Source: an optimization exercise on an open RTL-to-GDS flow (aim: a short achievable clock period and few clock cycles per item). Production flows keep margins and buffers that such runs may drop.
The RTL was checked by simulation tests, not by an equivalence proof against the original design.
No run shown here takes its clock network from TritonCTS; it comes from the design's own scripts or RTL.
The clock input has no modelled driver; a real chip could not lean on it and would need a root buffer or a full tree.
No activity file was given, so power comes from the tool's default toggle rates.

**flow/config.mk**
```make
export PLATFORM = sky130hd
export DESIGN_NAME = pipe3_fwd_core
export DESIGN_NICKNAME = pipe3_fwd_core
export VERILOG_FILES = /design/flow/design.v
export SDC_FILE = /design/flow/constraint.sdc
export NUM_CORES = 4
export LEC_CHECK = 0
export CAP_MARGIN = 20
export CORE_MARGIN = 2
export CORE_UTILIZATION = 55
export SETUP_SLACK_MARGIN = 2.8
export SLEW_MARGIN = 20
export SYNTH_HIERARCHICAL = 1
export SYNTH_MINIMUM_KEEP_SIZE = 0
```
**flow/constraint.sdc**
```tcl
create_clock -name core_clock -period 5.0 [get_ports {clk}]
set_input_delay 1.0000 -clock core_clock [delete_from_list [all_inputs] [get_ports {clk}]]
set_output_delay 1.0000 -clock core_clock [all_outputs]
set_load 0.01 [all_outputs]
```
**flow/design.v**
```verilog
`default_nettype none
module pipe3_fwd_core #(
    parameter int DW   = 32,
    parameter int NREG = 32
) (
    input  logic          clk,
    input  logic          rst,
    input  logic [31:0]   InstrIn,
    input  logic          in_valid,
    input  logic          stall,
    output logic          in_ready,
    output logic [DW-1:0] Out,
    output logic          out_valid,
    output logic [15:0]   retire_cnt
);
    localparam int c_QD = 8;
    localparam int HW   = DW / 2;
    function automatic logic [DW-1:0] f_shl(input logic [DW-1:0] x, input logic [3:0] sa,
                                            input logic [3:0] sb, input logic s4);
        logic [DW-1:0] t1, t2;
        t1 = '0;
        t2 = '0;
        for (int i = 0; i < DW; i++)
            for (int k = 0; k < 4; k++)
                if (i - k >= 0) t1[i] = t1[i] | (sa[k] & x[i - k]);
        for (int i = 0; i < DW; i++)
            for (int k = 0; k < 4; k++)
                if (i - 4 * k >= 0) t2[i] = t2[i] | (sb[k] & t1[i - 4 * k]);
        f_shl = s4 ? (t2 << 16) : t2;
    endfunction
    logic            r_kValid;
    logic [31:0]     r_kIns;
    logic            r_iValid;
    logic [31:0]     r_iIns;
    logic [NREG-1:0] r_iRs1Oh;
    logic [NREG-1:0] r_iRs2Oh;
    logic            r_dValid;
    logic [31:0]     r_dIns;
    logic [DW-1:0]   r_dRfA;            
    logic [DW-1:0]   r_dRfB;            
    logic            r_dIsShr;
    logic            r_dM1A, r_dM2A, r_dM3A, r_dM1B, r_dM2B, r_dM3B;
    logic            r_1Valid;
    logic            r_1We;
    logic [4:0]      r_1Wd;
    logic            r_1Sub;
    logic [3:0]      r_1Lut;            
    logic            r_1Arith;          
    logic            r_1FA1, r_1FB1;    
    logic [HW-1:0]   r_1Alo, r_1Ahi;
    logic [HW-1:0]   r_1Blo, r_1Bhi;    
    logic [3:0]      r_1SlA, r_1SlB, r_1SrA, r_1SrB, r_1SrhA, r_1SrhB, r_1PA, r_1PB;
    logic            r_1Sh4;
    logic            r_2Valid;
    logic            r_2We;
    logic [4:0]      r_2Wd;
    logic [3:0]      r_2Lut;
    logic            r_2Arith;
    logic [HW-1:0]   r_2Alo, r_2Ahi, r_2Bhi;
    logic [3:0]      r_2SlA, r_2SlB, r_2SrA, r_2SrB;
    logic [HW-1:0]   r_2ShlP;           
    logic [HW-1:0]   r_xLo;             
    logic            r_xCy;             
    logic            r_3Valid;
    logic            r_3We;
    logic [4:0]      r_3Wd;
    logic [DW-1:0]   r_res;
    logic [NREG-1:0] r_3WeOh;           
    logic [DW-1:0]   r_fVal [c_QD];
    logic [c_QD-1:0] r_fWe;
    logic [2:0]      r_fRd, r_fWr;
    logic [3:0]      r_fCnt;
    logic            r_oValid;
    logic            r_oWe;             
    logic [DW-1:0]   r_out;
    logic [15:0]     r_retireCnt;
    logic [15:0]     r_retireCntP1;     
    logic [DW-1:0]   r_regs [1:NREG-1];
    logic            w_accept;
    logic            w_hold;
    logic            w_dIssue;
    logic [31:0]     w_nIns;
    logic            w_nValid;
    logic [4:0]      w_nRs1, w_nRs2;
    assign w_accept = in_valid && !stall && !r_kValid;
    assign w_nIns   = r_kValid ? r_kIns : InstrIn;
    assign w_nValid = r_kValid || w_accept;
    assign w_nRs1   = w_hold ? r_iIns[20:16] : w_nIns[20:16];
    assign w_nRs2   = w_hold ? r_iIns[15:11] : w_nIns[15:11];
    logic [DW-1:0]   w_rdA, w_rdB, w_iA, w_iB;
    logic [4:0]      w_iRs1, w_iRs2;
    assign w_iRs1 = r_iIns[20:16];
    assign w_iRs2 = r_iIns[15:11];
    always_comb begin
        w_rdA = '0;
        w_rdB = '0;
        for (int i = 1; i < NREG; i++) begin
            w_rdA = w_rdA | (r_regs[i] & {DW{r_iRs1Oh[i]}});
            w_rdB = w_rdB | (r_regs[i] & {DW{r_iRs2Oh[i]}});
        end
    end
    logic            w_iDs, w_cA1, w_cA2, w_cA3, w_cB1, w_cB2, w_cB3;
    assign w_iDs = r_iIns[28];
    assign w_cA1 = (w_iRs1 != 5'd0) && r_dValid && w_we && (w_wd == w_iRs1);
    assign w_cA2 = (w_iRs1 != 5'd0) && r_1Valid && r_1We && (r_1Wd == w_iRs1);
    assign w_cA3 = (w_iRs1 != 5'd0) && r_2Valid && r_2We && (r_2Wd == w_iRs1);
    assign w_cB1 = !w_iDs && (w_iRs2 != 5'd0) && r_dValid && w_we && (w_wd == w_iRs2);
    assign w_cB2 = !w_iDs && (w_iRs2 != 5'd0) && r_1Valid && r_1We && (r_1Wd == w_iRs2);
    assign w_cB3 = !w_iDs && (w_iRs2 != 5'd0) && r_2Valid && r_2We && (r_2Wd == w_iRs2);
    assign w_iA = (w_iRs1 != 5'd0 && r_3Valid && r_3We && r_3Wd == w_iRs1) ? r_res : w_rdA;
    assign w_iB = r_iIns[28] ? DW'($signed(r_iIns[15:0])) :
                  (w_iRs2 != 5'd0 && r_3Valid && r_3We && r_3Wd == w_iRs2) ? r_res : w_rdB;
    logic [2:0]      w_op;
    logic            w_ds, w_we, w_sub;
    logic [4:0]      w_wd, w_rs1, w_rs2;
    logic [DW-1:0]   w_imm;
    logic            w_m1A, w_m1B, w_m2A, w_m2B, w_m3A, w_m3B;
    logic [HW-1:0]   w_dAlo, w_dAhi, w_dBlo, w_dBhi;
    assign w_op  = r_dIns[31:29];
    assign w_ds  = r_dIns[28];
    assign w_we  = r_dIns[27];
    assign w_wd  = r_dIns[25:21];
    assign w_rs1 = r_dIns[20:16];
    assign w_rs2 = r_dIns[15:11];
    assign w_imm = DW'($signed(r_dIns[15:0]));
    assign w_sub = (w_op == 3'd1);
    assign w_m1A = r_dM1A;
    assign w_m2A = r_dM2A;
    assign w_m3A = r_dM3A;
    assign w_m1B = r_dM1B;
    assign w_m2B = r_dM2B;
    assign w_m3B = r_dM3B;
    assign w_dAlo = w_m2A ? r_xLo : (w_m3A ? r_res[HW-1:0] : r_dRfA[HW-1:0]);
    assign w_dAhi = w_m3A ? r_res[DW-1:HW] : r_dRfA[DW-1:HW];
    assign w_dBlo = w_m2B ? r_xLo : (w_m3B ? r_res[HW-1:0] : r_dRfB[HW-1:0]);
    assign w_dBhi = w_m3B ? r_res[DW-1:HW] : r_dRfB[DW-1:HW];
    assign w_hold   = r_dValid && r_dIsShr && w_m1A;
    assign w_dIssue = r_dValid && !w_hold;
    logic [HW-1:0]   w_lo;
    logic            w_cy1;
    logic [DW-1:0]   w_shlP;
    logic [4:0]      w_sNext;
    pipe3_fwd_core_alu #(.HW(HW), .HI(0)) u_alu1 (
        .a(r_1Alo), .b(r_1Blo), .ahi(r_1Ahi), .cin(r_1Sub), .arith(r_1Arith), .lut(r_1Lut),
        .sla(r_1SlA), .slb(r_1SlB), .sra(r_1SrA), .srb(r_1SrB), .sr4(r_1Sh4), .por(HW'(0)),
        .res(w_lo), .cout(w_cy1));
    assign w_shlP = f_shl({HW'(0), r_1Alo}, r_1PA, r_1PB, r_1Sh4);
    assign w_sNext = w_m1B ? w_lo[4:0] : w_dBlo[4:0];
    logic [HW-1:0]   w_hi;
    logic            w_cy2;
    pipe3_fwd_core_alu #(.HW(HW), .HI(1)) u_alu2 (
        .a(r_2Ahi), .b(r_2Bhi), .ahi(HW'(0)), .cin(r_xCy), .arith(r_2Arith), .lut(r_2Lut),
        .sla(r_2SlA), .slb(r_2SlB), .sra(r_2SrA), .srb(r_2SrB), .sr4(1'b0), .por(r_2ShlP),
        .res(w_hi), .cout(w_cy2));
    logic            w_deliver;
    logic [2:0]      w_rdNext;
    logic [DW-1:0]   w_head0, w_head1;
    logic            w_we0, w_we1;
    logic [3:0]      w_cnt0;
    assign w_deliver = r_oValid && !stall;
    assign w_rdNext  = r_fRd + 3'd1;
    assign w_head0   = (r_3Valid && r_fWr == r_fRd) ? r_res : r_fVal[r_fRd];
    assign w_head1   = (r_3Valid && r_fWr == w_rdNext) ? r_res : r_fVal[w_rdNext];
    assign w_we0     = (r_3Valid && r_fWr == r_fRd) ? r_3We : r_fWe[r_fRd];
    assign w_we1     = (r_3Valid && r_fWr == w_rdNext) ? r_3We : r_fWe[w_rdNext];
    assign w_cnt0    = r_fCnt + 4'(r_3Valid);
    always_ff @(posedge clk or negedge rst) begin
        if (!rst) begin
            r_kValid    <= 1'b0;
            r_iValid    <= 1'b0;
            r_dValid    <= 1'b0;
            r_1Valid    <= 1'b0;
            r_2Valid    <= 1'b0;
            r_3Valid    <= 1'b0;
            r_3WeOh     <= '0;
            r_fRd       <= '0;
            r_fWr       <= '0;
            r_fCnt      <= '0;
            r_oValid    <= 1'b0;
            r_retireCnt <= '0;
            r_retireCntP1 <= 16'd1;
            r_oWe       <= 1'b0;
        end else begin
            if (w_hold) begin
                r_kValid <= r_kValid || w_accept;
            end else begin
                r_kValid <= 1'b0;
                r_iValid <= w_nValid;
                r_dValid <= r_iValid;
            end
            r_1Valid <= w_dIssue;
            r_2Valid <= r_1Valid;
            r_3Valid <= r_2Valid;
            for (int i = 0; i < NREG; i++)
                r_3WeOh[i] <= r_2Valid && r_2We && (r_2Wd == 5'(i)) && (i != 0);
            if (r_3Valid)
                r_fWr <= r_fWr + 3'd1;
            if (w_deliver)
                r_fRd <= w_rdNext;
            r_fCnt   <= w_deliver ? w_cnt0 - 4'd1 : w_cnt0;
            r_oValid <= w_deliver ? (w_cnt0 > 4'd1) : (w_cnt0 != 4'd0);
            r_oWe    <= w_deliver ? w_we1 : w_we0;
            if (w_deliver && r_oWe) begin
                r_retireCnt   <= r_retireCntP1;
                r_retireCntP1 <= r_retireCntP1 + 16'd1;
            end
        end
    end
    always_ff @(posedge clk) begin
        if (w_accept)
            r_kIns <= InstrIn;
        r_iRs1Oh <= NREG'(1) << w_nRs1;
        r_iRs2Oh <= NREG'(1) << w_nRs2;
        if (!w_hold) begin
            r_iIns <= w_nIns;
            r_dIns <= r_iIns;
            r_dRfA <= w_iA;
            r_dRfB <= w_iB;
            r_dIsShr <= (r_iIns[31:29] == 3'd6);
            r_dM1A <= w_cA1;
            r_dM2A <= w_cA2;
            r_dM3A <= w_cA3;
            r_dM1B <= w_cB1;
            r_dM2B <= w_cB2;
            r_dM3B <= w_cB3;
        end else begin
            if (w_m3A) r_dRfA <= r_res;
            if (w_m3B) r_dRfB <= r_res;
            r_dM1A <= 1'b0;
            r_dM2A <= r_dM1A;
            r_dM3A <= r_dM2A;
            r_dM1B <= 1'b0;
            r_dM2B <= r_dM1B;
            r_dM3B <= r_dM2B;
        end
        r_1We    <= w_we;
        r_1Wd    <= w_wd;
        r_1Sub   <= w_sub;
        case (w_op)
            3'd2:    r_1Lut <= 4'b1000;
            3'd3:    r_1Lut <= 4'b1110;
            3'd4:    r_1Lut <= 4'b0110;
            3'd7:    r_1Lut <= 4'b1010;
            default: r_1Lut <= 4'b0000;
        endcase
        r_1Arith <= (w_op == 3'd0) || (w_op == 3'd1);
        r_1FA1   <= w_m1A;
        r_1FB1   <= w_m1B;
        r_1Alo   <= w_m1A ? w_lo : w_dAlo;
        r_1Blo   <= (w_m1B ? w_lo : w_dBlo) ^ {HW{w_sub}};
        r_1Ahi   <= w_m2A ? w_hi : w_dAhi;
        r_1Bhi   <= (w_m2B ? w_hi : w_dBhi) ^ {HW{w_sub}};
        r_1SlA   <= (4'(1) << w_sNext[1:0]) & {4{w_op == 3'd5 && !w_sNext[4]}};
        r_1SlB   <= (4'(1) << w_sNext[3:2]) & {4{w_op == 3'd5 && !w_sNext[4]}};
        r_1SrA   <= (4'(1) << w_sNext[1:0]) & {4{w_op == 3'd6}};
        r_1SrB   <= (4'(1) << w_sNext[3:2]) & {4{w_op == 3'd6}};
        r_1SrhA  <= (4'(1) << w_sNext[1:0]) & {4{w_op == 3'd6 && !w_sNext[4]}};
        r_1SrhB  <= (4'(1) << w_sNext[3:2]) & {4{w_op == 3'd6 && !w_sNext[4]}};
        r_1PA    <= (4'(1) << w_sNext[1:0]) & {4{w_op == 3'd5}};
        r_1PB    <= (4'(1) << w_sNext[3:2]) & {4{w_op == 3'd5}};
        r_1Sh4   <= w_sNext[4];
        r_2We    <= r_1We;
        r_2Wd    <= r_1Wd;
        r_2Lut   <= r_1Lut;
        r_2Arith <= r_1Arith;
        r_2Alo   <= r_1Alo;
        r_2Ahi   <= r_1FA1 ? w_hi : r_1Ahi;
        r_2Bhi   <= r_1FB1 ? (w_hi ^ {HW{r_1Sub}}) : r_1Bhi;
        r_2SlA   <= r_1SlA;
        r_2SlB   <= r_1SlB;
        r_2SrA   <= r_1SrhA;
        r_2SrB   <= r_1SrhB;
        r_2ShlP  <= w_shlP[DW-1:HW];
        r_xLo    <= w_lo;
        r_xCy    <= w_cy1;
        r_3We    <= r_2We;
        r_3Wd    <= r_2Wd;
        r_res    <= {w_hi, r_xLo};
        if (r_3Valid) begin
            r_fVal[r_fWr] <= r_res;
            r_fWe[r_fWr]  <= r_3We;
        end
        r_out <= w_deliver ? w_head1 : w_head0;
    end
    always_ff @(posedge clk or negedge rst) begin
        if (!rst) begin
            for (int i = 1; i < NREG; i++)
                r_regs[i] <= '0;
        end else begin
            for (int i = 1; i < NREG; i++)
                if (r_3WeOh[i])
                    r_regs[i] <= r_res;
        end
    end
    assign in_ready   = !r_kValid;
    assign Out        = r_out;
    assign out_valid  = r_oValid;
    assign retire_cnt = r_retireCnt;
endmodule
module pipe3_fwd_core_alu #(
    parameter int HW = 16,
    parameter bit HI = 1'b0
) (
    input  logic [HW-1:0] a,
    input  logic [HW-1:0] b,
    input  logic [HW-1:0] ahi,
    input  logic          cin,
    input  logic          arith,
    input  logic [3:0]    lut,
    input  logic [3:0]    sla,
    input  logic [3:0]    slb,
    input  logic [3:0]    sra,
    input  logic [3:0]    srb,
    input  logic          sr4,
    input  logic [HW-1:0] por,
    output logic [HW-1:0] res,
    output logic          cout
);
    localparam int DW = 2 * HW;
    function automatic logic [HW:0] f_carry(input logic [HW-1:0] x, input logic [HW-1:0] y,
                                            input logic cin);
        logic [HW-1:0] gg, pp, g2, p2;
        gg = x & y;
        pp = x ^ y;
        gg[0] = gg[0] | (pp[0] & cin);
        for (int d = 1; d < HW; d = d * 2) begin
            g2 = gg;
            p2 = pp;
            for (int i = d; i < HW; i++) begin
                g2[i] = gg[i] | (pp[i] & gg[i - d]);
                p2[i] = pp[i] & pp[i - d];
            end
            gg = g2;
            pp = p2;
        end
        f_carry = {gg, cin};
    endfunction
    function automatic logic [DW-1:0] f_shl(input logic [DW-1:0] x, input logic [3:0] sa,
                                            input logic [3:0] sb, input logic s4);
        logic [DW-1:0] t1, t2;
        t1 = '0;
        t2 = '0;
        for (int i = 0; i < DW; i++)
            for (int k = 0; k < 4; k++)
                if (i - k >= 0) t1[i] = t1[i] | (sa[k] & x[i - k]);
        for (int i = 0; i < DW; i++)
            for (int k = 0; k < 4; k++)
                if (i - 4 * k >= 0) t2[i] = t2[i] | (sb[k] & t1[i - 4 * k]);
        f_shl = s4 ? (t2 << 16) : t2;
    endfunction
    function automatic logic [DW-1:0] f_shr(input logic [DW-1:0] x, input logic [3:0] sa,
                                            input logic [3:0] sb, input logic s4);
        logic [DW-1:0] t1, t2;
        t1 = '0;
        t2 = '0;
        for (int i = 0; i < DW; i++)
            for (int k = 0; k < 4; k++)
                if (i + k < DW) t1[i] = t1[i] | (sa[k] & x[i + k]);
        for (int i = 0; i < DW; i++)
            for (int k = 0; k < 4; k++)
                if (i + 4 * k < DW) t2[i] = t2[i] | (sb[k] & t1[i + 4 * k]);
        f_shr = s4 ? (t2 >> 16) : t2;
    endfunction
    logic [HW:0]     w_c;
    logic [HW-1:0]   w_p, w_other, w_r0, w_r1;
    logic [DW-1:0]   w_shl, w_shr;
    assign w_c   = f_carry(a, b, cin);
    assign w_p   = a ^ b;
    assign w_shl = f_shl({HW'(0), a}, sla, slb, 1'b0);
    assign w_shr = HI ? f_shr({HW'(0), a}, sra, srb, 1'b0) : f_shr({ahi, a}, sra, srb, sr4);
    assign w_other = (a & b & {HW{lut[3]}}) | (a & ~b & {HW{lut[2]}}) |
                     (~a & b & {HW{lut[1]}}) | (~a & ~b & {HW{lut[0]}}) |
                     w_shl[HW-1:0] | w_shr[HW-1:0] | (HI ? por : HW'(0));
    assign w_r0 = arith ? w_p : w_other;
    assign w_r1 = arith ? ~w_p : w_other;
    assign res  = (w_c[HW-1:0] & w_r1) | (~w_c[HW-1:0] & w_r0);
    assign cout = w_c[HW];
endmodule
`default_nettype wire
```
**flow/flow/run.sh**
```bash
#!/bin/bash
# Standard ORFS layout with these changes:
#  - synthesis maps no half/full-adder cells (ADDER_MAP_FILE empty), and slow
#    stacked/compound cells are on the don't-use list (flow/slow_cells.txt),
#    so ABC and the resizer build the logic from faster gates; registers map
#    exactly as in the standard flow;
#  - the resizer may swap a cell for any of the same function
#    (MATCH_CELL_FOOTPRINT=0);
#  - CTS is ORFS's own cts.tcl with clock_tree_synthesis replaced by a
#    two-level tree built by flow/mytree.tcl (4 root buffers on the clock
#    port, each driving balanced leaf buffers of at most 24 clock pins),
#    which has a lower insertion delay than the three-level H-tree;
#  - the timing repair after CTS and after global routing runs three times
#    (one pass leaves easy fixes undone).
# Each step's full output goes to a log file of its own in this folder.
set -euo pipefail
WORK=$PWD
PLAT_DU=$(awk '/export DONT_USE_CELLS \+= /{f=1} f{print} f && !/\\$/{exit}' \
    "$FLOW_HOME/platforms/sky130hd/config.mk" | grep -o 'sky130_fd_sc_hd__[a-z0-9_]*' | tr '\n' ' ')
SLOW=$(grep -o 'sky130_fd_sc_hd__[a-z0-9_*]*' flow/slow_cells.txt | tr '\n' ' ')
VARS=(ADDER_MAP_FILE= "DONT_USE_CELLS=$PLAT_DU $SLOW" MATCH_CELL_FOOTPRINT=0)

bash standard.sh "${VARS[@]}" place > "$WORK/log_1_place.log" 2>&1

grep -q '^log_cmd clock_tree_synthesis {\*}\$cts_args$' "$FLOW_HOME/scripts/cts.tcl"
grep -q '^  repair_timing_helper$' "$FLOW_HOME/scripts/cts.tcl"
sed -e "s#^log_cmd clock_tree_synthesis {\*}\$cts_args\$#source $WORK/flow/mytree.tcl\nmytree_build clk 4 24 sky130_fd_sc_hd__clkbuf_16#" \
    -e "s#^  repair_timing_helper\$#  repair_timing_helper\n  repair_timing_helper\n  repair_timing_helper#" \
    "$FLOW_HOME/scripts/cts.tcl" > "$WORK/my_cts.tcl"
bash standard.sh "${VARS[@]}" run RUN_SCRIPT="$WORK/my_cts.tcl" RUN_LOG_NAME_STEM=4_1_cts \
    > "$WORK/log_2_cts.log" 2>&1
bash standard.sh "${VARS[@]}" cts > "$WORK/log_3_cts_copy.log" 2>&1

grep -q '^    repair_timing_helper$' "$FLOW_HOME/scripts/global_route.tcl"
sed -e "s#^    repair_timing_helper\$#    repair_timing_helper\n    repair_timing_helper\n    repair_timing_helper#" \
    "$FLOW_HOME/scripts/global_route.tcl" > "$WORK/my_grt.tcl"
bash standard.sh "${VARS[@]}" run RUN_SCRIPT="$WORK/my_grt.tcl" RUN_LOG_NAME_STEM=5_1_grt \
    > "$WORK/log_4_grt.log" 2>&1

bash standard.sh "${VARS[@]}" finish > "$WORK/log_5_finish.log" 2>&1
```
**flow/flow/mytree.tcl**
```tcl
# Builds a two-level clock tree by hand: the clock port drives NROOT root
# buffers, each root drives the leaf buffers of its region, and each leaf
# buffer drives a compact cluster of at most about LEAF_MAX clock pins.
# Sinks are clustered with k-means on their placed locations.
proc mytree_build { clk_port_name nroot leaf_max buf_master_name } {
  set db [ord::get_db]
  set block [ord::get_db_block]
  set master [$db findMaster $buf_master_name]
  set clk_net [[$block findBTerm $clk_port_name] getNet]

  # sinks: every instance pin on the clock net
  set sinks {}
  set sx {}
  set sy {}
  foreach it [$clk_net getITerms] {
    set box [[$it getInst] getBBox]
    lappend sinks $it
    lappend sx [expr {([$box xMin] + [$box xMax]) / 2.0}]
    lappend sy [expr {([$box yMin] + [$box yMax]) / 2.0}]
  }
  set n [llength $sinks]
  puts "mytree: $n sinks"

  # recursive bisection at the median along the longer side: first into
  # nroot regions (one per root), then each region into leaf clusters of at
  # most leaf_max pins
  set groups [mytree_split [lsearch -all [lrepeat $n x] x] $sx $sy $nroot]
  set lab [lrepeat $n 0]
  set cx {}
  set cy {}
  set rlab {}
  set rx {}
  set ry {}
  set c 0
  set r 0
  foreach g $groups {
    set nl [expr {int(ceil(double([llength $g]) / $leaf_max))}]
    set p $nl
    set lsum_x 0.0
    set lsum_y 0.0
    set leaves [mytree_split $g $sx $sy $p]
    foreach l $leaves {
      set ax 0.0
      set ay 0.0
      foreach i $l {
        lset lab $i $c
        set ax [expr {$ax + [lindex $sx $i]}]
        set ay [expr {$ay + [lindex $sy $i]}]
      }
      lappend cx [expr {$ax / [llength $l]}]
      lappend cy [expr {$ay / [llength $l]}]
      lappend rlab $r
      set lsum_x [expr {$lsum_x + $ax / [llength $l]}]
      set lsum_y [expr {$lsum_y + $ay / [llength $l]}]
      incr c
    }
    lappend rx [expr {$lsum_x / [llength $leaves]}]
    lappend ry [expr {$lsum_y / [llength $leaves]}]
    incr r
  }
  set k $c
  puts "mytree: [llength $groups] roots, $k leaves"

  set rnets {}
  for {set r 0} {$r < $nroot} {incr r} {
    set inst [odb::dbInst_create $block $master "clkroot_$r"]
    $inst setLocation [expr {int([lindex $rx $r])}] [expr {int([lindex $ry $r])}]
    $inst setPlacementStatus PLACED
    set net [odb::dbNet_create $block "clknet_root_$r"]
    $net setSigType CLOCK
    [$inst findITerm A] connect $clk_net
    [$inst findITerm X] connect $net
    lappend rnets $net
  }
  set lnets {}
  for {set c 0} {$c < $k} {incr c} {
    set inst [odb::dbInst_create $block $master "clkleaf_$c"]
    $inst setLocation [expr {int([lindex $cx $c])}] [expr {int([lindex $cy $c])}]
    $inst setPlacementStatus PLACED
    set net [odb::dbNet_create $block "clknet_leaf_$c"]
    $net setSigType CLOCK
    [$inst findITerm A] connect [lindex $rnets [lindex $rlab $c]]
    [$inst findITerm X] connect $net
    lappend lnets $net
  }
  for {set i 0} {$i < $n} {incr i} {
    set it [lindex $sinks $i]
    $it disconnect
    $it connect [lindex $lnets [lindex $lab $i]]
  }
  $clk_net setSigType CLOCK
  # as clock_tree_synthesis does: time the clock through the tree from now on
  set_propagated_clock [all_clocks]
}

# k-means on points (xs, ys) into k clusters; with cap > 0 a point goes to
# the nearest centre that still has room. Returns {labels cx cy}.
proc mytree_kmeans { xs ys k iters cap } {
  set n [llength $xs]
  # seed centres along a sorted sweep so they start spread out
  set order [lsort -integer -indices [lmap x $xs y $ys {expr {int($x + 3 * $y)}}]]
  set cx {}
  set cy {}
  for {set c 0} {$c < $k} {incr c} {
    set i [lindex $order [expr {int(($c + 0.5) * $n / $k)}]]
    lappend cx [lindex $xs $i]
    lappend cy [lindex $ys $i]
  }
  set lab [lrepeat $n 0]
  for {set it 0} {$it < $iters} {incr it} {
    set cnt [lrepeat $k 0]
    set newlab {}
    for {set i 0} {$i < $n} {incr i} {
      set x [lindex $xs $i]
      set y [lindex $ys $i]
      set d {}
      for {set c 0} {$c < $k} {incr c} {
        set dx [expr {$x - [lindex $cx $c]}]
        set dy [expr {$y - [lindex $cy $c]}]
        lappend d [expr {$dx * $dx + $dy * $dy}]
      }
      set best -1
      foreach c [lsort -real -indices $d] {
        if {$cap <= 0 || [lindex $cnt $c] < $cap} { set best $c; break }
      }
      if {$best < 0} { set best [lindex [lsort -real -indices $d] 0] }
      lset cnt $best [expr {[lindex $cnt $best] + 1}]
      lappend newlab $best
    }
    set lab $newlab
    set sx [lrepeat $k 0.0]
    set sy [lrepeat $k 0.0]
    for {set i 0} {$i < $n} {incr i} {
      set c [lindex $lab $i]
      lset sx $c [expr {[lindex $sx $c] + [lindex $xs $i]}]
      lset sy $c [expr {[lindex $sy $c] + [lindex $ys $i]}]
    }
    for {set c 0} {$c < $k} {incr c} {
      if {[lindex $cnt $c] > 0} {
        lset cx $c [expr {[lindex $sx $c] / [lindex $cnt $c]}]
        lset cy $c [expr {[lindex $sy $c] / [lindex $cnt $c]}]
      }
    }
  }
  return [list $lab $cx $cy]
}

# splits the point indices idx into parts groups of (nearly) equal
# size, halving at the median along the longer side of each group's box
proc mytree_split { idx xs ys parts } {
  if {$parts <= 1 || [llength $idx] < 2} { return [list $idx] }
  set xl [lmap i $idx {lindex $xs $i}]
  set yl [lmap i $idx {lindex $ys $i}]
  set w [expr {[tcl::mathfunc::max {*}$xl] - [tcl::mathfunc::min {*}$xl]}]
  set h [expr {[tcl::mathfunc::max {*}$yl] - [tcl::mathfunc::min {*}$yl]}]
  set key [expr {$w >= $h ? $xl : $yl}]
  set ord [lsort -real -indices $key]
  set pa [expr {$parts / 2}]
  set pb [expr {$parts - $pa}]
  set half [expr {int(round(double([llength $idx]) * $pa / $parts))}]
  set a [lmap j [lrange $ord 0 [expr {$half - 1}]] {lindex $idx $j}]
  set b [lmap j [lrange $ord $half end] {lindex $idx $j}]
  return [concat [mytree_split $a $xs $ys $pa] [mytree_split $b $xs $ys $pb]]
}
```
**flow/flow/slow_cells.txt**
```
sky130_fd_sc_hd__a2111o*
sky130_fd_sc_hd__o2111a*
sky130_fd_sc_hd__a2111oi*
sky130_fd_sc_hd__o2111ai*
sky130_fd_sc_hd__a311o*
sky130_fd_sc_hd__o311a*
sky130_fd_sc_hd__a311oi*
sky130_fd_sc_hd__o311ai*
sky130_fd_sc_hd__nor4*
sky130_fd_sc_hd__or4*
sky130_fd_sc_hd__a41o*
sky130_fd_sc_hd__o41a*
sky130_fd_sc_hd__a41oi*
sky130_fd_sc_hd__o41ai*
sky130_fd_sc_hd__nor3*
sky130_fd_sc_hd__or3*
sky130_fd_sc_hd__a32o*
sky130_fd_sc_hd__o32a*
sky130_fd_sc_hd__ha_*
sky130_fd_sc_hd__fa_*
sky130_fd_sc_hd__maj3*
sky130_fd_sc_hd__nand4*
sky130_fd_sc_hd__and4*
sky130_fd_sc_hd__a31o*
sky130_fd_sc_hd__o31a*
sky130_fd_sc_hd__a31oi*
sky130_fd_sc_hd__o31ai*
sky130_fd_sc_hd__a221o_*
sky130_fd_sc_hd__o221a_*
sky130_fd_sc_hd__a222oi*
sky130_fd_sc_hd__mux4*
sky130_fd_sc_hd__a2bb2o*
sky130_fd_sc_hd__o2bb2a*
sky130_fd_sc_hd__a32oi*
sky130_fd_sc_hd__o32ai*
sky130_fd_sc_hd__and4b*
sky130_fd_sc_hd__or4b*
sky130_fd_sc_hd__nor4b*
sky130_fd_sc_hd__nand4b*
sky130_fd_sc_hd__a211oi_*
sky130_fd_sc_hd__o211ai_*
sky130_fd_sc_hd__a221oi_*
sky130_fd_sc_hd__o221ai_*
sky130_fd_sc_hd__a211o_*
sky130_fd_sc_hd__o211a_*
sky130_fd_sc_hd__a221o_*
sky130_fd_sc_hd__o221a_*
sky130_fd_sc_hd__o21bai_*
sky130_fd_sc_hd__a21boi_*
sky130_fd_sc_hd__o21ba_*
sky130_fd_sc_hd__a21bo_*
sky130_fd_sc_hd__o22a_*
sky130_fd_sc_hd__a22o_*
```
**flow/standard.sh**
```bash
#!/bin/bash
# synth_recipe.tcl (not shown) runs the flow's synth.tcl, then flattens the netlist and writes it again
# the make line also repeats each setting of config.mk as NAME=value (left out here)
make -C /OpenROAD-flow-scripts/flow DESIGN_CONFIG=/design/flow/config.mk WORK_HOME=/design/flow/orfs CLKGATE_MAP_FILE= SYNTH_SCRIPT=/design/flow/synth_recipe.tcl "${@:-finish}"
```
==> flow_metrics.tcl, run 1 <==
set metrics [dict create \
    setup-violations-final 0 \
    switchingPower_w 0.01232 \
    grt_pass1_vias 70430 \
    slowest_delay_ns 0.42 \
    gp_congestion 0.9724 \
    seqCellArea_um2 46240 \
    path_depth 13 \
    grtUsageTotal_pct 45.49 \
    worst_clock_skew_ns 0.04255 \
    crit_chain "buf_8 -> a22oi_2 -> nand2_2 -> buf_4 -> a22oi_2 -> nand3_1 -> o21ai_2 -> and3_1 -> a21oi_2 -> mux2i_2 -> buf_6 -> nand2b_4 -> nor2_1" \
    hold_buffers 0 \
    slew-limit-headroom_pct 16.99 \
    grt_util_met3_pct 13.71 \
    dieArea_um2 165300 \
    setup_tns_ns 0 \
    syn-cell-area_um2 89130 \
    worstPathMaxFanout 8 \
    grt_util_met2_pct 66.61 \
    io_buffers 84 \
    viasPerCell 7.061 \
    die_w_um 406.6 \
    wl_per_cell_um 36.47 \
    cap_violations 0 \
    start_kind "flip-flop" \
    globalRouteMet1Util_pct 56.83 \
    clkTransAtPathRegs_ns 0.12 \
    regToRegStartpoint "r_1SrA[2]" \
    p_total_w 0.03578 \
    grt_overflow_total 0 \
    row_count 147 \
    reg2reg_depth 13 \
    peakVddDrop_mv 0.3760 \
    slew_viol_final 0 \
    nFillCells 13210 \
    ios 86 \
    hp-class "flip-flop to flip-flop" \
    critPathRequiredTime_ns 5.46 \
    hold_ws_ns 0.3296 \
    end_kind "flip-flop" \
    worst_pin_slew_ns 1.245 \
    yosys_warnings 10 \
    via_count 75330 \
    drive_gt1_share_pct 27.76 \
    core_area_um2 160800 \
    p_sw_share_pct 34.45 \
    seq_power_share_pct 53.3 \
    clk_latency_ns 0.60 \
    critical_path_buf_inv_count 3 \
    dr.first_iter.drc_count 11910 \
    drt-pass1-iter-count 8 \
    antenna_found_initial 25 \
    dp_slack_ns 1.215 \
    arrival_ns 2.84 \
    p_leak_nw 42.86 \
    area_growth_pct 11.26 \
    fin_area_um2 99170 \
    routed_wirelength_um 389000 \
    grt_max_degree 128 \
    grt_first_pass_wirelength_um 535100 \
    syn_inst 8546 \
    slowest_stage "dfxtp_4" \
    syn_avg_cell_area_um2 10.43 \
    start_util_pct 55.45 \
    setup_slack_ns 2.628 \
    comb_power_share_pct 25.8 \
    nets 8530 \
    drc_errors 0 \
    internal_power_w 0.02345 \
    status "complete, no violations" \
    rsz0062_at_grt "true" \
    path_class "flip-flop to flip-flop" \
    dp_hpwl_um 228300 \
    cp-endpoint "r_1SrA[1]" \
    crit_path_start "r_1SrA[2]" \
    min-delay-start "r_1SrhA[3]" \
    period_minus_slack_ns 2.372 \
    grt-busiest-layer "met2" \
    pwr-share-clk_pct 20.9 \
    power_density_nw_per_um2 360.8 \
    path_common_cell "a22oi_2" \
    placed_area_um2 91850 \
    multi_input_area_um2 41950 \
    reg2reg_slack_ns 2.63 \
    ant_nets 0 \
    hold_violations 0 \
    die_h_um 406.6 \
    crit_family "simple AND/OR/NAND/NOR gates" \
    rr_endpoint "r_1SrA[1]" \
    timing.final.crit_share_pct 47.45 \
    fmax_ghz 0.4215 \
]
==> state kept, by name, indices dropped and copies added (netlist names), 32 cells and up <==
signal	count
r_dRfB	32
r_regs	992
r_res	32
r_out	32
r_dRfA	32
r_fVal	256
==> cells in the final DEF (no fill, tap or decap), types with 149 or more instances in the layout <==
cell type  count
and3_1       151
dfxtp_1      149
nand3_1      236
nand2_1     1152
a21oi_1      209
o21ai_0      279
nor2_1       610
buf_4        377
mux2_2      1107
a22oi_1     1139
mux2i_1      243
edfxtp_1     400
dfrtp_1     1032
==> worst min path at each step <==
| stage | endpoint | slack [ns] | cells after the start |
|---|---|---|---|
| final | r_2SrA[3] | 0.33 | 0 |
| after global routing | r_2SrA[3] | 0.34 | 0 |
| after CTS | r_2SrA[3] | 0.34 | 0 |
| after detailed placement | r_res[14] | 0.35 | 0 |
| after global placement | r_2We | 0.34 | 0 |
| after floorplan | r_2SrA[0] | 0.31 | 0 |
==> through the flow <==
step / util [%] / std cells
after floorplan: - / 8559
final: 61.69 / 10670
after global placement: 57.14 / 10280
after detailed placement: 57.14 / 10280
==> power groups by stage <==
| stage | sequential, W | combinational (W) | clock [W] |
|---|---|---|---|
| 2_1_floorplan | 0.0179 | 0.00570 | 0 |
| 3_3_place_gp | 0.0193 | 0.00744 | 0 |
| 3_5_place_dp | 0.0194 | 0.00757 | 0 |
| 4_1_cts | 0.0189 | 0.00854 | 0.00745 |
| 5_1_grt | 0.0191 | 0.00983 | 0.00793 |
| 6_report | 0.0191 | 0.00924 | 0.00747 |
==> worst register-to-register path: stages (launching register included) <==
cell and delay, ns:
dfxtp_4 0.42, buf_8 0.16, a22oi_2 0.18, nand2_2 0.13, buf_4 0.17, a22oi_2 0.19
nand3_1 0.11, o21ai_2 0.08, and3_1 0.18, a21oi_2 0.05, mux2i_2 0.19, buf_6 0.17
nand2b_4 0.16, nor2_1 0.05
==> what timing repair did <==
action | in CTS | in global routing
gates resized for setup | 580 | 342
setup buffers | 170 | 96
cloned | 17 | 11
pin swaps | 103 | 139
endpoints found under the setup margin | 698 | 438
==> routing by layer <==
metal	routed length, µm	vias up
met3	48960	1830
met4	37150	32
met1	139400	37170
met5	400	-
met2	163200	5835
li1	-	30460
==> final cells by class <==
cell class	instances	area share, %
tap	2160	2.725
multi-input combinational	5936	42.30
antenna	16	0.04037
inverter	57	0.2296
buffer	80	2.019
sequential	1812	46.63
timing repair buffer	607	6.056
Testbench counts, summed over its fixed seeds: cycles 33,011, instrs 32,000.
==> run 2, diff against run 1 <==
--- a/flow/design.v
+++ b/flow/design.v
@@ -69,5 +69,5 @@
     logic [DW-1:0]   r_fVal [c_QD];
     logic [c_QD-1:0] r_fWe;
-    logic [2:0]      r_fRd, r_fWr;
+    logic [c_QD-1:0] r_fRdOh, r_fWrOh;  
     logic [3:0]      r_fCnt;
     logic            r_oValid;
@@ -141,10 +141,17 @@
     logic [DW-1:0]   w_shlP;
     logic [4:0]      w_sNext;
+    logic [3:0]      w_sDecA, w_sDecB, w_loDecA, w_loDecB;
+    logic [3:0]      w_sDecA16, w_sDecB16, w_loDecA16, w_loDecB16;    
     pipe3_fwd_core_alu #(.HW(HW), .HI(0)) u_alu1 (
         .a(r_1Alo), .b(r_1Blo), .ahi(r_1Ahi), .cin(r_1Sub), .arith(r_1Arith), .lut(r_1Lut),
         .sla(r_1SlA), .slb(r_1SlB), .sra(r_1SrA), .srb(r_1SrB), .sr4(r_1Sh4), .por(HW'(0)),
-        .res(w_lo), .cout(w_cy1));
+        .res(w_lo), .cout(w_cy1), .dec_a(w_loDecA), .dec_b(w_loDecB),
+        .dec_a16(w_loDecA16), .dec_b16(w_loDecB16));
     assign w_shlP = f_shl({HW'(0), r_1Alo}, r_1PA, r_1PB, r_1Sh4);
     assign w_sNext = w_m1B ? w_lo[4:0] : w_dBlo[4:0];
+    assign w_sDecA = w_m1B ? w_loDecA : (4'(1) << w_dBlo[1:0]);
+    assign w_sDecB = w_m1B ? w_loDecB : (4'(1) << w_dBlo[3:2]);
+    assign w_sDecA16 = w_m1B ? w_loDecA16 : ((4'(1) << w_dBlo[1:0]) & {4{!w_dBlo[4]}});
+    assign w_sDecB16 = w_m1B ? w_loDecB16 : ((4'(1) << w_dBlo[3:2]) & {4{!w_dBlo[4]}});
     logic [HW-1:0]   w_hi;
     logic            w_cy2;
@@ -152,16 +159,30 @@
         .a(r_2Ahi), .b(r_2Bhi), .ahi(HW'(0)), .cin(r_xCy), .arith(r_2Arith), .lut(r_2Lut),
         .sla(r_2SlA), .slb(r_2SlB), .sra(r_2SrA), .srb(r_2SrB), .sr4(1'b0), .por(r_2ShlP),
-        .res(w_hi), .cout(w_cy2));
+        .res(w_hi), .cout(w_cy2), .dec_a(), .dec_b(), .dec_a16(), .dec_b16());
     logic            w_deliver;
-    logic [2:0]      w_rdNext;
-    logic [DW-1:0]   w_head0, w_head1;
-    logic            w_we0, w_we1;
+    logic [c_QD-1:0] w_rd1Oh;
+    logic [DW-1:0]   w_head0, w_head1, w_mem0, w_mem1;
+    logic            w_we0, w_we1, w_memWe0, w_memWe1, w_eq0, w_eq1;
     logic [3:0]      w_cnt0;
     assign w_deliver = r_oValid && !stall;
-    assign w_rdNext  = r_fRd + 3'd1;
-    assign w_head0   = (r_3Valid && r_fWr == r_fRd) ? r_res : r_fVal[r_fRd];
-    assign w_head1   = (r_3Valid && r_fWr == w_rdNext) ? r_res : r_fVal[w_rdNext];
-    assign w_we0     = (r_3Valid && r_fWr == r_fRd) ? r_3We : r_fWe[r_fRd];
-    assign w_we1     = (r_3Valid && r_fWr == w_rdNext) ? r_3We : r_fWe[w_rdNext];
+    assign w_rd1Oh   = {r_fRdOh[c_QD-2:0], r_fRdOh[c_QD-1]};
+    assign w_eq0     = |(r_fWrOh & r_fRdOh);
+    assign w_eq1     = |(r_fWrOh & w_rd1Oh);
+    always_comb begin
+        w_mem0   = '0;
+        w_mem1   = '0;
+        w_memWe0 = 1'b0;
+        w_memWe1 = 1'b0;
+        for (int k = 0; k < c_QD; k++) begin
+            w_mem0   = w_mem0 | (r_fVal[k] & {DW{r_fRdOh[k]}});
+            w_mem1   = w_mem1 | (r_fVal[k] & {DW{w_rd1Oh[k]}});
+            w_memWe0 = w_memWe0 | (r_fWe[k] & r_fRdOh[k]);
+            w_memWe1 = w_memWe1 | (r_fWe[k] & w_rd1Oh[k]);
+        end
+    end
+    assign w_head0   = (r_3Valid && w_eq0) ? r_res : w_mem0;
+    assign w_head1   = (r_3Valid && w_eq1) ? r_res : w_mem1;
+    assign w_we0     = (r_3Valid && w_eq0) ? r_3We : w_memWe0;
+    assign w_we1     = (r_3Valid && w_eq1) ? r_3We : w_memWe1;
     assign w_cnt0    = r_fCnt + 4'(r_3Valid);
     always_ff @(posedge clk or negedge rst) begin
@@ -174,6 +195,6 @@
             r_3Valid    <= 1'b0;
             r_3WeOh     <= '0;
-            r_fRd       <= '0;
-            r_fWr       <= '0;
+            r_fRdOh     <= c_QD'(1);
+            r_fWrOh     <= c_QD'(1);
             r_fCnt      <= '0;
             r_oValid    <= 1'b0;
@@ -195,7 +216,7 @@
                 r_3WeOh[i] <= r_2Valid && r_2We && (r_2Wd == 5'(i)) && (i != 0);
             if (r_3Valid)
-                r_fWr <= r_fWr + 3'd1;
+                r_fWrOh <= {r_fWrOh[c_QD-2:0], r_fWrOh[c_QD-1]};
             if (w_deliver)
-                r_fRd <= w_rdNext;
+                r_fRdOh <= w_rd1Oh;
             r_fCnt   <= w_deliver ? w_cnt0 - 4'd1 : w_cnt0;
             r_oValid <= w_deliver ? (w_cnt0 > 4'd1) : (w_cnt0 != 4'd0);
@@ -251,12 +272,12 @@
         r_1Ahi   <= w_m2A ? w_hi : w_dAhi;
         r_1Bhi   <= (w_m2B ? w_hi : w_dBhi) ^ {HW{w_sub}};
-        r_1SlA   <= (4'(1) << w_sNext[1:0]) & {4{w_op == 3'd5 && !w_sNext[4]}};
-        r_1SlB   <= (4'(1) << w_sNext[3:2]) & {4{w_op == 3'd5 && !w_sNext[4]}};
-        r_1SrA   <= (4'(1) << w_sNext[1:0]) & {4{w_op == 3'd6}};
-        r_1SrB   <= (4'(1) << w_sNext[3:2]) & {4{w_op == 3'd6}};
-        r_1SrhA  <= (4'(1) << w_sNext[1:0]) & {4{w_op == 3'd6 && !w_sNext[4]}};
-        r_1SrhB  <= (4'(1) << w_sNext[3:2]) & {4{w_op == 3'd6 && !w_sNext[4]}};
-        r_1PA    <= (4'(1) << w_sNext[1:0]) & {4{w_op == 3'd5}};
-        r_1PB    <= (4'(1) << w_sNext[3:2]) & {4{w_op == 3'd5}};
+        r_1SlA   <= w_sDecA16 & {4{w_op == 3'd5}};
+        r_1SlB   <= w_sDecB16 & {4{w_op == 3'd5}};
+        r_1SrA   <= w_sDecA & {4{w_op == 3'd6}};
+        r_1SrB   <= w_sDecB & {4{w_op == 3'd6}};
+        r_1SrhA  <= w_sDecA16 & {4{w_op == 3'd6}};
+        r_1SrhB  <= w_sDecB16 & {4{w_op == 3'd6}};
+        r_1PA    <= w_sDecA & {4{w_op == 3'd5}};
+        r_1PB    <= w_sDecB & {4{w_op == 3'd5}};
         r_1Sh4   <= w_sNext[4];
         r_2We    <= r_1We;
@@ -277,7 +298,9 @@
         r_3Wd    <= r_2Wd;
         r_res    <= {w_hi, r_xLo};
-        if (r_3Valid) begin
-            r_fVal[r_fWr] <= r_res;
-            r_fWe[r_fWr]  <= r_3We;
+        for (int k = 0; k < c_QD; k++) begin
+            if (r_3Valid && r_fWrOh[k]) begin
+                r_fVal[k] <= r_res;
+                r_fWe[k]  <= r_3We;
+            end
         end
         r_out <= w_deliver ? w_head1 : w_head0;
@@ -315,5 +338,9 @@
     input  logic [HW-1:0] por,
     output logic [HW-1:0] res,
-    output logic          cout
+    output logic          cout,
+    output logic [3:0]    dec_a,
+    output logic [3:0]    dec_b,
+    output logic [3:0]    dec_a16,
+    output logic [3:0]    dec_b16
 );
     localparam int DW = 2 * HW;
@@ -376,4 +403,8 @@
     assign res  = (w_c[HW-1:0] & w_r1) | (~w_c[HW-1:0] & w_r0);
     assign cout = w_c[HW];
+    assign dec_a = HI ? 4'b0 : (4'(1) << res[1:0]);
+    assign dec_b = HI ? 4'b0 : (4'(1) << res[3:2]);
+    assign dec_a16 = HI ? 4'b0 : ((4'(1) << res[1:0]) & {4{!res[4]}});
+    assign dec_b16 = HI ? 4'b0 : ((4'(1) << res[3:2]) & {4{!res[4]}});
 endmodule
 `default_nettype wire
--- a/flow/config.mk
+++ b/flow/config.mk
@@ -9,5 +9,5 @@
 export CORE_MARGIN = 2
 export CORE_UTILIZATION = 55
-export SETUP_SLACK_MARGIN = 2.8
+export SETUP_SLACK_MARGIN = 3.2
 export SLEW_MARGIN = 20
 export SYNTH_HIERARCHICAL = 1
==> flow_metrics.tcl, run 2 <==
set metrics [dict create \
    status "complete, no violations" \
    path_class "flip-flop to flip-flop" \
    syn_inst 8237 \
    arrival_ns 2.82 \
    gp_congestion 0.9595 \
    p_leak_nw 44.53 \
    dieArea_um2 163000 \
    drt-pass1-iter-count 9 \
    critPathRequiredTime_ns 5.49 \
    dp_hpwl_um 218800 \
    nFillCells 12280 \
    hold_violations 0 \
    nets 8453 \
    slew_viol_final 0 \
    dr.first_iter.drc_count 12420 \
    slew-limit-headroom_pct 17.63 \
    area_growth_pct 17.85 \
    io_buffers 84 \
    drive_gt1_share_pct 35.66 \
    syn_avg_cell_area_um2 10.67 \
    cap_violations 0 \
    rsz0062_at_grt "true" \
    drc_errors 0 \
    p_total_w 0.03050 \
    grt_first_pass_wirelength_um 542000 \
    ant_nets 0 \
    grt_pass1_vias 70360 \
    crit_chain "buf_6 -> buf_12 -> a22oi_1 -> nand2_2 -> nand2_1 -> nand3_2 -> a21oi_4 -> nand2_2 -> o21ai_4 -> inv_2 -> and2_4 -> and2_4 -> a21oi_4 -> nor2_1" \
    top_register "r_regs" \
    layout_commonest_cell "a22oi_1" \
    slowest_delay_ns 0.38 \
    final_cell_mix "1293 x a22oi_1, 1064 x mux2_2, 1038 x dfrtp_1, 994 x nand2_1, 508 x nor2_1" \
    ios 86 \
    multi_input_area_um2 42570 \
    worst_pin_slew_ns 1.235 \
    yosys_warnings 11 \
    routed_wirelength_um 394100 \
    hp-class "flip-flop to flip-flop" \
    fmax_ghz 0.4294 \
    end_kind "flip-flop" \
    start_util_pct 55.41 \
    clkTransAtPathRegs_ns 0.11 \
    via_count 75370 \
    syn-cell-area_um2 87860 \
    period_minus_slack_ns 2.329 \
    reg_top3 "r_regs x992, r_fVal x256" \
    viasPerCell 7.172 \
    wl_per_cell_um 37.49 \
    peakVddDrop_mv 0.4008 \
    antenna_found_initial 27 \
    worstPathMaxFanout 8 \
    grtUsageTotal_pct 46.65 \
    largest_reg_flops 992 \
    grt_overflow_total 0 \
    die_h_um 403.7 \
    setup-violations-final 0 \
    grt_max_degree 148 \
    die_w_um 403.7 \
    power_density_nw_per_um2 294.5 \
    setup_tns_ns 0 \
    core_area_um2 158600 \
    row_count 146 \
    hold_buffers 0 \
    timing.final.crit_share_pct 46.58 \
    clk_latency_ns 0.60 \
    start_kind "flip-flop" \
    slowest_stage "dfxtp_4" \
    seqCellArea_um2 46640 \
    worst_clock_skew_ns 0.04484 \
]
run 2: cell type report:
| cell class | instances | area share [%] |
|---|---|---|
| inverter | 62 | 0.2393 |
| multi-input combinational | 5626 | 41.11 |
| sequential | 1822 | 45.04 |
| antenna | 23 | 0.05559 |
| buffer | 80 | 1.933 |
| timing repair buffer | 825 | 9.111 |
| tap | 2072 | 2.504 |
run 2: final timing paths:
check                                 to      start  slack [ns]  depth (start not counted)
min reg2reg                     r_res[4]   r_xLo[4]        0.35                          0
max                           r_1SrhB[3]  r_1SrA[2]        2.67                         14
min                             r_res[4]   r_xLo[4]        0.35                          0
max in group asynchronous  r_regs[6][18]        rst        3.31                          2
min in group asynchronous  r_regs[10][6]        rst        0.43                          1
max reg2reg                   r_1SrhB[3]  r_1SrA[2]        2.67                         14
run 2: metrics by stage:
stage                     std cells  area, µm²  hold WS, ns  utilization [%]  worst slack (ns)
final                         10510     103500       0.3546            65.30             2.671
after detailed placement       9868      90470       0.3392            57.05             1.552
after floorplan                8250      88480       0.3096                -             2.932
after global placement         9868      90470       0.3358            57.05             1.582
run 2: worst max-delay path, delay by kind of cell, from the launching register on:
kind	cells	cell delay, ns
buffers and inverters	3	0.34
AND/OR/NAND/NOR	7	0.79
flip-flops	1	0.38
AO/OA/AOI/OAI	4	0.71
run 2: what timing repair did:
item	in CTS	in global routing
cloned	45	10
pin swaps	318	355
setup endpoints to repair	1138	548
gates resized for setup	1218	547
buffers inserted	391	93
run 2: power breakdown:
| part | internal (W) | leakage [nW] | switching [W] |
|---|---|---|---|
| Combinational | 0.00216 | 22.2 | 0.00262 |
| Clock | 0.00283 | 0.986 | 0.00465 |
| Sequential | 0.0164 | 21.4 | 0.00182 |
| Total | 0.0214 | 44.5 | 0.00910 |
run 2: layer usage:
metal | wire length (µm) | vias up | global-route usage, %
met3 | 50780 | 1871 | 14.71
met4 | 40680 | 14 | 37.02
met2 | 165500 | 5953 | 67.73
met1 | 136600 | 37410 | 57.35
met5 | 418 | - | 2.081
li1 | - | 30130 | -
Testbench counts of run 2, summed over its fixed seeds: cycles 33,011, instrs 32,000.
==> run 3, diff against run 2 <==
--- a/flow/config.mk
+++ b/flow/config.mk
@@ -8,6 +8,6 @@
 export CAP_MARGIN = 20
 export CORE_MARGIN = 2
-export CORE_UTILIZATION = 55
-export SETUP_SLACK_MARGIN = 3.2
+export CORE_UTILIZATION = 60
+export SETUP_SLACK_MARGIN = 3.6
 export SLEW_MARGIN = 20
 export SYNTH_HIERARCHICAL = 1
==> flow_metrics.tcl, run 3 <==
set metrics [dict create \
    clkTransAtPathRegs_ns 0.11 \
    period_minus_slack_ns 2.561 \
    drt-pass1-iter-count 10 \
    power_density_nw_per_um2 289.3 \
    layout_commonest_cell "a22oi_1" \
    drc_errors 0 \
    reg2reg_depth 11 \
    antenna_found_initial 27 \
    peakVddDrop_mv 0.3428 \
    cap_violations 0 \
    fin_area_um2 106700 \
    drive_gt1_share_pct 37.65 \
    grtUsageTotal_pct 51.15 \
    area_growth_pct 21.38 \
    syn_avg_cell_area_um2 10.67 \
    critPathRequiredTime_ns 5.38 \
    io_buffers 84 \
    p_leak_nw 45.91 \
    arrival_ns 2.94 \
    syn-cell-area_um2 87860 \
    start_util_pct 60.36 \
    min-delay-start "r_xLo[11]" \
    rr_endpoint "r_dRfB[3]" \
    nFillCells 9926 \
    hold_violations 0 \
    dp_hpwl_um 211400 \
    start_kind "flip-flop" \
    setup_tns_ns 0 \
    worst_pin_slew_ns 1.141 \
    top_register "r_regs" \
    hold_buffers 0 \
    grt_first_pass_wirelength_um 546700 \
    core_area_um2 145600 \
    slowest_stage "xor2_1" \
    setup-violations-final 0 \
    path_depth 11 \
    placed_area_um2 90490 \
    viasPerCell 7.448 \
    fin_util_pct 73.27 \
    gp_congestion 0.9701 \
    final_cell_mix "1276 x a22oi_1, 1062 x mux2_2, 1038 x dfrtp_1, 993 x nand2_1, 513 x nor2_1" \
    fmax_ghz 0.3904 \
    row_count 140 \
    placedCellCount 9719 \
    reg_top3 "r_regs x992, r_fVal x256" \
    grt_pass1_vias 72170 \
    timing.final.crit_share_pct 51.23 \
    regToRegStartpoint "r_iIns[14]" \
    status "complete, no violations" \
    routed_wirelength_um 405900 \
    syn_inst 8237 \
    dieArea_um2 149500 \
    cp-endpoint "r_dRfB[3]" \
    crit_path_start "r_iIns[14]" \
    ios 86 \
    rsz0062_at_grt "true" \
    wl_per_cell_um 38.57 \
    p_total_w 0.03085 \
    dr.first_iter.drc_count 13730 \
    worstPathMaxFanout 7 \
    stdcell_count 10520 \
    crit_family "buffers and inverters" \
    ant_nets 0 \
    slew_viol_final 0 \
    largest_reg_flops 992 \
    die_h_um 386.7 \
    slowest_delay_ns 0.53 \
    die_w_um 386.7 \
    hp-class "flip-flop to flip-flop" \
    via_count 78380 \
    yosys_warnings 11 \
    path_common_cell "buf_6" \
    grt_overflow_total 0 \
    grt_max_degree 89 \
    end_kind "flip-flop" \
    path_class "flip-flop to flip-flop" \
    clk_latency_ns 0.62 \
    worst_clock_skew_ns 0.06026 \
    slew-limit-headroom_pct 23.82 \
    nets 8625 \
    critical_path_buf_inv_count 6 \
    reg2reg_slack_ns 2.44 \
    crit_chain "buf_6 -> xor2_1 -> nor2_2 -> and3_4 -> a21oi_4 -> buf_6 -> buf_6 -> buf_6 -> clkbuf_16 -> buf_12 -> a21oi_2" \
]
## run 3: where the power goes
part | switching [W] | internal (W) | total (W)
combinational | 0.00284 | 0.00234 | 0.00517
clock | 0.00466 | 0.00283 | 0.00749
sequential | 0.00179 | 0.0164 | 0.0182
## run 3: layout make-up
cell class / count / area, µm² / area share (%)
plain buffers: 80 / 2002 / 1.877
repair inverters: 1 / 5.005 / 0.004693
multi-input cells: 5633 / 42940 / 40.26
diodes: 20 / 50.05 / 0.04693
inverters: 62 / 246.5 / 0.2311
flip-flops and latches: 1822 / 46690 / 43.78
well taps: 1917 / 2399 / 2.249
repair buffers: 989 / 12320 / 11.55
## run 3: how the worst min path moves through the flow
stage                      to  slack [ns]  depth (start not counted)
finish              r_res[11]        0.35                          0
global route         r_res[4]        0.36                          0
CTS                  r_res[4]        0.35                          0
detailed placement      r_2We        0.34                          0
global placement        r_2We        0.34                          0
floorplan           r_2SrA[0]        0.31                          0
## run 3: layer usage
| metal | GRT usage [%] | part of all wire (%) | vias to the layer above |
|---|---|---|---|
| met5 | 1.266 | 0.11 | - |
| met1 | 61.31 | 32 | 37940 |
| met4 | 45.76 | 12 | 24 |
| li1 | - | - | 30460 |
| met2 | 71.10 | 40 | 7434 |
| met3 | 19.77 | 15 | 2527 |
## run 3: what timing repair did
item	in CTS	in global routing
endpoints found under the setup margin	2688	1197
setup buffers	462	158
resized for setup	1353	613
gates cloned	67	18
pin swaps	427	325
## run 3: per-stage QoR
stage	hold slack [ns]	worst slack, ns
finish	0.3547	2.439
floorplan	0.3096	2.932
detailed placement	0.3367	1.642
global placement	0.3389	1.647
==> run 4, diff against run 3 <==
--- a/flow/design.v
+++ b/flow/design.v
@@ -398,8 +398,8 @@
     assign w_other = (a & b & {HW{lut[3]}}) | (a & ~b & {HW{lut[2]}}) |
                      (~a & b & {HW{lut[1]}}) | (~a & ~b & {HW{lut[0]}}) |
-                     w_shl[HW-1:0] | w_shr[HW-1:0] | (HI ? por : HW'(0));
+                     w_shl[HW-1:0] | (HI ? por : HW'(0));
     assign w_r0 = arith ? w_p : w_other;
     assign w_r1 = arith ? ~w_p : w_other;
-    assign res  = (w_c[HW-1:0] & w_r1) | (~w_c[HW-1:0] & w_r0);
+    assign res  = (w_c[HW-1:0] & w_r1) | (~w_c[HW-1:0] & w_r0) | w_shr[HW-1:0];
     assign cout = w_c[HW];
     assign dec_a = HI ? 4'b0 : (4'(1) << res[1:0]);
--- a/flow/config.mk
+++ b/flow/config.mk
@@ -8,6 +8,6 @@
 export CAP_MARGIN = 20
 export CORE_MARGIN = 2
-export CORE_UTILIZATION = 60
-export SETUP_SLACK_MARGIN = 3.6
+export CORE_UTILIZATION = 55
+export SETUP_SLACK_MARGIN = 3.2
 export SLEW_MARGIN = 20
 export SYNTH_HIERARCHICAL = 1
==> flow_metrics.tcl, run 4 <==
set metrics [dict create \
    core_area_um2 158600 \
    setup_tns_ns 0 \
    slew_viol_final 0 \
    start_kind "flip-flop" \
    setup-violations-final 0 \
    ant_nets 0 \
    start_util_pct 55.48 \
    internal_power_w 0.02153 \
    antenna_found_initial 21 \
    seq_power_share_pct 59.1 \
    pwr-share-clk_pct 24.3 \
    hold_violations 0 \
    path_class "flip-flop to flip-flop" \
    hold_buffers 0 \
    timing.final.crit_share_pct 47.01 \
    regToRegStartpoint "r_1SrA[3]" \
    nFillCells 12280 \
    wl_per_cell_um 37.32 \
    end_kind "flip-flop" \
    clkTransAtPathRegs_ns 0.10 \
    slew-limit-headroom_pct 16.41 \
    top_register "r_regs" \
    arrival_ns 2.84 \
    reg2reg_slack_ns 2.65 \
    grt_overflow_total 0 \
    peakVddDrop_mv 0.3941 \
    worst_clock_skew_ns 0.05314 \
    dr_wl_met3_um 51200 \
    cp-endpoint "r_1SrhA[3]" \
    routed_wirelength_um 394900 \
    clk_latency_ns 0.60 \
    drive_gt1_share_pct 36.22 \
    met2_length_um 163000 \
    die_h_um 403.9 \
    gp_congestion 0.9809 \
    comb_power_share_pct 16.6 \
    highest_layer "met5" \
    fin_util_pct 65.64 \
    rsz0062_at_grt "true" \
    wl_met1_um 138700 \
    syn-cell-area_um2 87970 \
    switchingPower_w 0.009195 \
    nets 8535 \
    placed_area_um2 90900 \
    grt_first_pass_wirelength_um 543200 \
    die_w_um 403.9 \
    rr_endpoint "r_1SrhA[3]" \
    grt_max_degree 150 \
    syn_avg_cell_area_um2 10.67 \
    p_leak_nw 44.77 \
    reg2reg_depth 11 \
    p_total_w 0.03073 \
    largest_reg_flops 992 \
    cap_violations 0 \
    dieArea_um2 163200 \
    viasPerCell 7.137 \
    via_count 75520 \
    io_buffers 84 \
    drc_errors 0 \
    power_density_nw_per_um2 295.2 \
    worst_pin_slew_ns 1.254 \
    ios 86 \
    grtUsageTotal_pct 46.72 \
    fmax_ghz 0.4254 \
    status "complete, no violations" \
    critPathRequiredTime_ns 5.49 \
    hp-class "primary input to async pin" \
    dp_hpwl_um 229300 \
    period_minus_slack_ns 2.351 \
    grt_pass1_vias 70380 \
    row_count 146 \
    reg_top3 "r_regs x992, r_fVal x256" \
    syn_inst 8244 \
    dr.first_iter.drc_count 11780 \
    layout_commonest_cell "a22oi_1" \
    area_growth_pct 18.32 \
    yosys_warnings 11 \
    p_sw_share_pct 29.93 \
    drt-pass1-iter-count 10 \
    final_cell_mix "1285 x a22oi_1, 1062 x mux2_2, 1039 x dfrtp_1, 1009 x nand2_1, 517 x nor2_1" \
    fin_area_um2 104100 \
    crit_path_start "r_1SrA[3]" \
    worstPathMaxFanout 8 \
]
## run 4: what timing repair did
action / CTS / global route
setup buffers: 414 / 107
setup endpoints to repair: 1178 / 715
cloned: 27 / 9
pin swaps: 435 / 253
gates resized for setup: 1433 / 412
## run 4: worst max-delay path: stages, from the launching register on
cell and delay [ns]:
dfxtp_4 0.43, buf_12 0.17, a22oi_2 0.14, nand2_1 0.12, a22oi_2 0.28, nand3_2 0.14, a22oi_2 0.36, inv_2 0.12
and2_4 0.19, nor2b_4 0.12, a21oi_2 0.14, nor2_1 0.05
## run 4: cell type report
| cell class | count | area [µm²] | area share (%) |
|---|---|---|---|
| multi-input combinational | 5635 | 42680 | 41.00 |
| timing repair buffer | 899 | 9873 | 9.486 |
| tap | 2072 | 2592 | 2.491 |
| sequential | 1822 | 46660 | 44.83 |
| antenna | 12 | 30.03 | 0.02885 |
| buffer | 80 | 2002 | 1.923 |
| inverter | 61 | 246.5 | 0.2368 |
## run 4: per-layer routing
metal	track usage, %	up-vias
met3	15.81	1843
met1	57.73	37550
met4	36.63	26
met2	67.01	5828
li1	-	30280
met5	0.8623	-
## run 4: worst min path at each step
stage,from,endpoint
3_5_place_dp,r_1SrhB[2],r_2SrB[2]
6_report,rst,r_retireCnt[1]
5_1_grt,r_1SrhB[2],r_2SrB[2]
4_1_cts,r_1SrhB[2],r_2SrB[2]
3_3_place_gp,r_1SrhB[2],r_2SrB[2]
2_1_floorplan,r_1SrhA[0],r_2SrA[0]
## run 4: power by group through the flow
| stage | Sequential (W) | Combinational [W] | Clock [W] |
|---|---|---|---|
| detailed placement | 0.0185 | 0.00352 | 0 |
| CTS | 0.0180 | 0.00457 | 0.00744 |
| global route | 0.0182 | 0.00533 | 0.00792 |
| floorplan | 0.0174 | 0.00277 | 0 |
| global placement | 0.0184 | 0.00345 | 0 |
| finish | 0.0182 | 0.00509 | 0.00747 |
## run 4: stage by stage
| step | std cells | setup WS, ns | hold slack, ns |
|---|---|---|---|
| 2_1_floorplan | 8257 | 2.932 | 0.3096 |
| 6_report | 10580 | 2.649 | 0.3304 |
| 3_3_place_gp | 9932 | 1.539 | 0.3176 |
| 3_5_place_dp | 9932 | 1.522 | 0.3191 |
Testbench counts of run 4, summed over its fixed seeds: cycles 33,011, instrs 32,000.
==> run 5, diff against run 4 <==
--- a/flow/config.mk
+++ b/flow/config.mk
@@ -9,5 +9,5 @@
 export CORE_MARGIN = 2
 export CORE_UTILIZATION = 55
-export SETUP_SLACK_MARGIN = 3.2
+export SETUP_SLACK_MARGIN = 3.0
 export SLEW_MARGIN = 20
 export SYNTH_HIERARCHICAL = 1
==> flow_metrics.tcl, run 5 <==
set metrics [dict create \
    p_total_w 0.03047 \
    routed_wirelength_um 383500 \
    dp_hpwl_um 226700 \
    yosys_warnings 11 \
    dr.first_iter.drc_count 11590 \
    reg2reg_slack_ns 2.64 \
    grt_first_pass_wirelength_um 528700 \
    core_area_um2 158600 \
    start_util_pct 55.48 \
    clk_latency_ns 0.60 \
    hold_violations 0 \
    end_kind "flip-flop" \
    gp_congestion 0.9802 \
    min_path_cells 0 \
    die_w_um 403.9 \
    drt-pass1-iter-count 7 \
    cap_violations 0 \
    grtUsageTotal_pct 45.21 \
    arrival_ns 2.85 \
    largest_reg_flops 992 \
    clkTransAtPathRegs_ns 0.11 \
    reg2reg_depth 12 \
    path_common_cell "a22oi_2" \
    antenna_found_initial 15 \
    slew-limit-headroom_pct 15.88 \
    regToRegStartpoint "r_1SrA[1]" \
    top_register "r_regs" \
    power_density_nw_per_um2 301.2 \
    fmax_ghz 0.4230 \
    worstPathMaxFanout 8 \
    critPathRequiredTime_ns 5.49 \
    reg_top3 "r_regs x992, r_fVal x256" \
    wl_per_cell_um 36.75 \
    grt_pass1_vias 69700 \
    final_cell_mix "1284 x a22oi_1, 1067 x mux2_2, 1039 x dfrtp_1, 1029 x nand2_1, 546 x nor2_1" \
    holdPathEnd "r_2SrB[0]" \
    ios 86 \
    pwr-share-clk_pct 24.5 \
    stdcell_count 10440 \
    hp-class "flip-flop to flip-flop" \
    worst_clock_skew_ns 0.05655 \
    slew_viol_final 0 \
    row_count 146 \
    fin_util_pct 63.81 \
    crit_chain "buf_12 -> a22oi_2 -> nand2_2 -> a22oi_2 -> nand2_2 -> a22oi_2 -> buf_4 -> buf_6 -> nand2_4 -> and3b_1 -> a21oi_2 -> nor2_1" \
    ant_nets 0 \
    min-delay-start "r_1SrhB[0]" \
    die_h_um 403.9 \
    comb_power_share_pct 15.4 \
    hold_ws_ns 0.3345 \
    start_kind "flip-flop" \
    timing.final.crit_share_pct 47.28 \
    seq_power_share_pct 60.1 \
    grt_max_degree 107 \
    setup-violations-final 0 \
    path_class "flip-flop to flip-flop" \
    viasPerCell 7.125 \
    syn-cell-area_um2 87970 \
    syn_inst 8244 \
    io_buffers 84 \
    rsz0062_at_grt "true" \
    peakVddDrop_mv 0.4040 \
    p_leak_nw 43.33 \
    slowest_stage "dfxtp_4" \
    grt_overflow_total 0 \
    drc_errors 0 \
    nFillCells 12580 \
    area_growth_pct 15.01 \
    switchingPower_w 0.009103 \
    layout_commonest_cell "a22oi_1" \
    drive_gt1_share_pct 33.68 \
    nets 8397 \
    via_count 74360 \
    rr_endpoint "r_1SrhB[3]" \
    p_sw_share_pct 29.87 \
    period_minus_slack_ns 2.364 \
    placedCellCount 9902 \
    dieArea_um2 163200 \
    syn_avg_cell_area_um2 10.67 \
    status "complete, no violations" \
    worst_pin_slew_ns 1.262 \
    slowest_delay_ns 0.42 \
    setup_tns_ns 0 \
    internal_power_w 0.02137 \
]
## run 5: how the worst max path moves through the flow
| stage | startpoint | to |
|---|---|---|
| 2_1_floorplan | stall | r_retireCntP1[15] |
| 3_3_place_gp | stall | r_oWe |
| 3_5_place_dp | stall | r_out[9] |
| 4_1_cts | r_oValid | out_valid |
| 5_1_grt | r_1SrA[0] | r_1SlB[0] |
| 6_report | r_1SrA[1] | r_1SrhB[3] |
## run 5: worst max-delay path, delay by kind of cell (launching register included)
kind / cells / cell delay (ns)
AO/OA/AOI/OAI: 4 / 0.83
buffers and inverters: 3 / 0.45
flip-flops: 1 / 0.42
AND/OR/NAND/NOR: 5 / 0.54
## run 5: through the flow
step | worst slack (ns) | area [µm²]
finish | 2.636 | 101200
detailed placement | 1.519 | 90530
global placement | 1.515 | 90530
floorplan | 2.932 | 88090
## run 5: power groups by stage
stage | clock network (W) | registers, W | logic (W)
floorplan | 0 | 0.0174 | 0.00268
detailed placement | 0 | 0.0186 | 0.00331
CTS | 0.00746 | 0.0182 | 0.00416
global route | 0.00794 | 0.0184 | 0.00494
finish | 0.00746 | 0.0183 | 0.00470
global placement | 0 | 0.0186 | 0.00324
## run 5: repair_timing
item	CTS	global route
endpoints found under the hold margin	0	0
pin swaps	318	317
setup endpoints to repair	893	452
hold buffers	0	0
setup buffers	309	121
gates resized for setup	1077	468
gates cloned	14	5
## run 5: cell type report
class | count | area (µm²) | share of cell area (%)
antenna | 5 | 12.51 | 0.01237
buffer | 80 | 2002 | 1.979
inverter | 61 | 240.2 | 0.2374
multi-input combinational | 5636 | 41860 | 41.38
sequential | 1822 | 46640 | 46.10
tap | 2072 | 2592 | 2.562
timing repair buffer | 760 | 7829 | 7.738
## run 5: routing by layer
metal	routed length [µm]	GRT usage (%)	part of all wire, %	vias to the layer above
li1	-	-	-	29990
met1	136400	56.39	36	36890
met2	160600	65.91	42	5640
met3	46970	12.65	12	1828
met4	39350	36.13	10	18
met5	241	0.9218	0.063	-

Check on run 5: ideal ports give 2.636 ns setup slack; a clkbuf_16 on the clock port and buf_2 on the inputs give 2.552 ns; moving port delays by the midpoint clock arrival (0.773 ns) as well gives 2.488 ns.
